Source: an optimization exercise on an open RTL-to-GDS flow (aim: small area, a short achievable clock period and few clock cycles per item). Production flows keep margins and buffers that such runs may drop. RTL that was checked went through simulation tests only; none was proved equivalent to the original.

Design yuvToRgb, start of the top module:
module yuvToRgb (
	input logic Clock,
	input logic resetn,
	input logic start,
	input logic [15:0] readData,
	output logic done,
	output logic [17:0] sramAddress,
	output logic [15:0] sramWriteData,
	output logic sramWeN
);
	logic busy;
	logic [7:0] pq;
	logic [2:0] ph;
	logic [8:0] wa;
	logic shen, shV, shHi;
	logic rdU, rdV, rdY, rkU, rkV, rkY;
	logic [7:0] win [12];
	logic [15:0] pendU, pendV, yw;
	logic [8:0] f, uc;
	logic [8:0] fc9;
	logic [9:0] fd1, fd2, fd3;
	logic [15:0] gb;
	logic [7:0] b0;
	function automatic logic [6:0] flagsOf(input logic [7:0] q);
		flagsOf = {q <= 8'd3, q >= 8'd4, (q >= 8'd4) && (q <= 8'd158),
			(q >= 8'd4) && (q <= 8'd162), !q[0] && (q <= 8'd159),
			q[0] && (q <= 8'd158), q == 8'd163};
	endfunction
	logic [6:0] fl, nf, df;
	logic dfPro, dfWrOk, dfRdC, dfRdYk, dfVHi, dfUHi, flLastP;
	logic [1:0] dfQ;
	assign {dfPro, dfWrOk, dfRdC, dfRdYk, dfVHi, dfUHi} = df[6:1];
	assign dfQ = (ph == 3'd4) ? pq[1:0] + 2'd1 : pq[1:0];
	assign flLastP = fl[0];
	logic [2:0] nph;
	logic dWr, dRdU, dRdV, dRdY, dSh, dShV, dShHi;
	logic [6:0] kc;
	logic [7:0] yc;
	assign nph = (ph == 3'd4) ? 3'd0 : ph + 3'd1;
	assign df = (ph == 3'd4) ? nf : fl;
	always_comb begin
		dWr = 1'b0; dRdU = 1'b0; dRdV = 1'b0; dRdY = 1'b0;
		dSh = 1'b0; dShV = 1'b0; dShHi = 1'b0;
		if (dfPro && !(dfQ == 2'd3 && nph > 3'd2)) begin
			case ({dfQ, nph})
				{2'd0, 3'd4}: dRdU = 1'b1;
				{2'd1, 3'd0}: dRdV = 1'b1;
				{2'd1, 3'd1}: begin dSh = 1'b1; dShHi = 1'b1; end
				{2'd1, 3'd2}: begin dSh = 1'b1; dShHi = 1'b1; dShV = 1'b1; end
				{2'd1, 3'd3}: begin dSh = 1'b1; dShHi = 1'b1; end
				{2'd1, 3'd4}: begin dSh = 1'b1; dShHi = 1'b1; dShV = 1'b1; end
				{2'd2, 3'd0}: begin dSh = 1'b1; dShHi = 1'b1; end
				{2'd2, 3'd1}: begin dSh = 1'b1; dShHi = 1'b1; dShV = 1'b1; end
				{2'd2, 3'd2}: begin dSh = 1'b1; dRdU = 1'b1; end
				{2'd2, 3'd3}: begin dSh = 1'b1; dShV = 1'b1; dRdV = 1'b1; end
				{2'd2, 3'd4}: begin dSh = 1'b1; dShHi = 1'b1; end
				{2'd3, 3'd0}: begin dSh = 1'b1; dShHi = 1'b1; dShV = 1'b1; end
  ...
For scale: ~1800 cells after synthesis, about 390 flip-flops.
export LEC_CHECK = 0
export CAP_MARGIN = 20
export CORE_MARGIN = 2
export CORE_UTILIZATION = 40
export CTS_CLUSTER_DIAMETER = 100
export CTS_CLUSTER_SIZE = 25
export SETUP_SLACK_MARGIN = 5
export SLEW_MARGIN = 20
export SYNTH_HIERARCHICAL = 1
export SYNTH_MINIMUM_KEEP_SIZE = 0
create_clock -name core_clock -period 12.0 [get_ports {Clock}]
standard.sh (not shown) runs the stock make flow with config.mk's settings and CLKGATE_MAP_FILE= SYNTH_SCRIPT=/design/flow/synth_recipe.tcl, a recipe that flattens the netlist after the stock synthesis.
==> flow/flow/run.sh <==
#!/bin/bash
set -euo pipefail
bash standard.sh SETUP_SLACK_MARGIN=8.4 "BUFFER_PORTS_ARGS=-buffer_cell sky130_fd_sc_hd__buf_2" finish > standard.log 2>&1
The starting point ran to the end with no violations.
Testbench counts at the start, summed over its fixed seeds: cycles 26,144, rows 32.
Rerun with:
--- a/flow/design.v
+++ b/flow/design.v
@@ -63,20 +63,21 @@
 	input logic Clock,
 	input logic resetn,
 	input logic start,
 	input logic [15:0] readData,
 	output logic done,
 	output logic [17:0] sramAddress,
 	output logic [15:0] sramWriteData,
 	output logic sramWeN
 );
 	logic busy;
+	logic wrQ;
 	logic [7:0] pq;
 	logic [2:0] ph;
 	logic [8:0] wa;
 	logic shen, shV, shHi;
 	logic rdU, rdV, rdY, rkU, rkV, rkY;
 	logic [7:0] win [12];
 	logic [15:0] pendU, pendV, yw;
 	logic [8:0] f, uc;
 	logic [8:0] fc9;
 	logic [9:0] fd1, fd2, fd3;
@@ -141,30 +142,30 @@
 			endcase
 		end
 	end
 	logic go, lastNow;
 	assign go = start && !busy;
 	assign lastNow = flLastP && (ph == 3'd4);
 	always_ff @(posedge Clock or negedge resetn) begin
 		if (!resetn) begin
 			busy <= 1'b0;
 			done <= 1'b0;
-			sramWeN <= 1'b1;
+			wrQ <= 1'b0;
 		end else begin
 			if (go) begin
 				busy <= 1'b1;
 				done <= 1'b0;
 			end else if (busy && lastNow) begin
 				busy <= 1'b0;
 				done <= 1'b1;
 			end
-			sramWeN <= !(busy && !lastNow && !go && dWr);
+			wrQ <= busy && !lastNow && !go && dWr;
 		end
 	end
 	always_ff @(posedge Clock) begin
 		if (go) begin
 			pq <= 8'd0;
 			ph <= 3'd4;
 			fl <= flagsOf(8'd0);
 			nf <= flagsOf(8'd1);
 			wa <= 9'd0;
 			kc <= 7'd0;
@@ -197,20 +198,21 @@
 			rdV <= busy && dRdV;
 			rdY <= busy && dRdY;
 			shen <= busy && dSh;
 			shV <= dShV;
 			shHi <= dShHi;
 		end
 		rkU <= rdU;
 		rkV <= rdV;
 		rkY <= rdY;
 	end
+	assign sramWeN = !wrQ;
 	logic [7:0] shIn;
 	logic [8:0] sA, sB, sC;
 	assign sA = {1'b0, win[0]} + {1'b0, win[10]};
 	assign sB = {1'b0, win[2]} + {1'b0, win[8]};
 	assign sC = {1'b0, win[4]} + {1'b0, win[6]};
 	always_comb begin
 		case ({shV, shHi})
 			2'b00: shIn = pendU[7:0];
 			2'b01: shIn = pendU[15:8];
 			2'b10: shIn = pendV[7:0];
=> Utilization increases by 0.12 points. Critical path depth increases by 9. Design area hardly moves. Final cell count decreases by 0.34%. Routed wire length decreases by 0.82%. Global-route usage decreases by 0.19 points. Maximum frequency increases by 2.1%.
Only the layout flow was run in the second run of this note; the RTL was not checked for function there.

[static timing again, ports no longer ideal]
No port has a modelled driver above. Below, the same layouts with a new extraction and two added sets of constraints. Step 1 sets driving cells, clkbuf_16 on the clock port and buf_2 on the other inputs (assumed; they add their load-dependent delay and slew). Step 2 moves the port delays by t, midway between the first and last clock arrival at a register: inputs arrive t later, outputs are due t later. That takes back most of the time a late clock gives input paths. Slacks: no drivers / after step 1 / after step 2; pairs: no drivers / after step 1.
run	t, ns	setup slack, ns	worst hold slack (ns)	worst setup path after step 2	clock arrival spread, ns
the first run	0.620	8.376 / 8.322 / 8.376	0.337 / 0.337 / 0.337	input to register	0.034 / 0.034
the second run	0.625	8.452 / 8.411 / 8.366	0.333 / 0.333 / 0.333	input to register	0.026 / 0.027
After both steps every run listed still meets setup and hold. The setup slack of the second run, which loses most, moves by -0.041 ns with the drivers and by -0.086 ns with both steps.
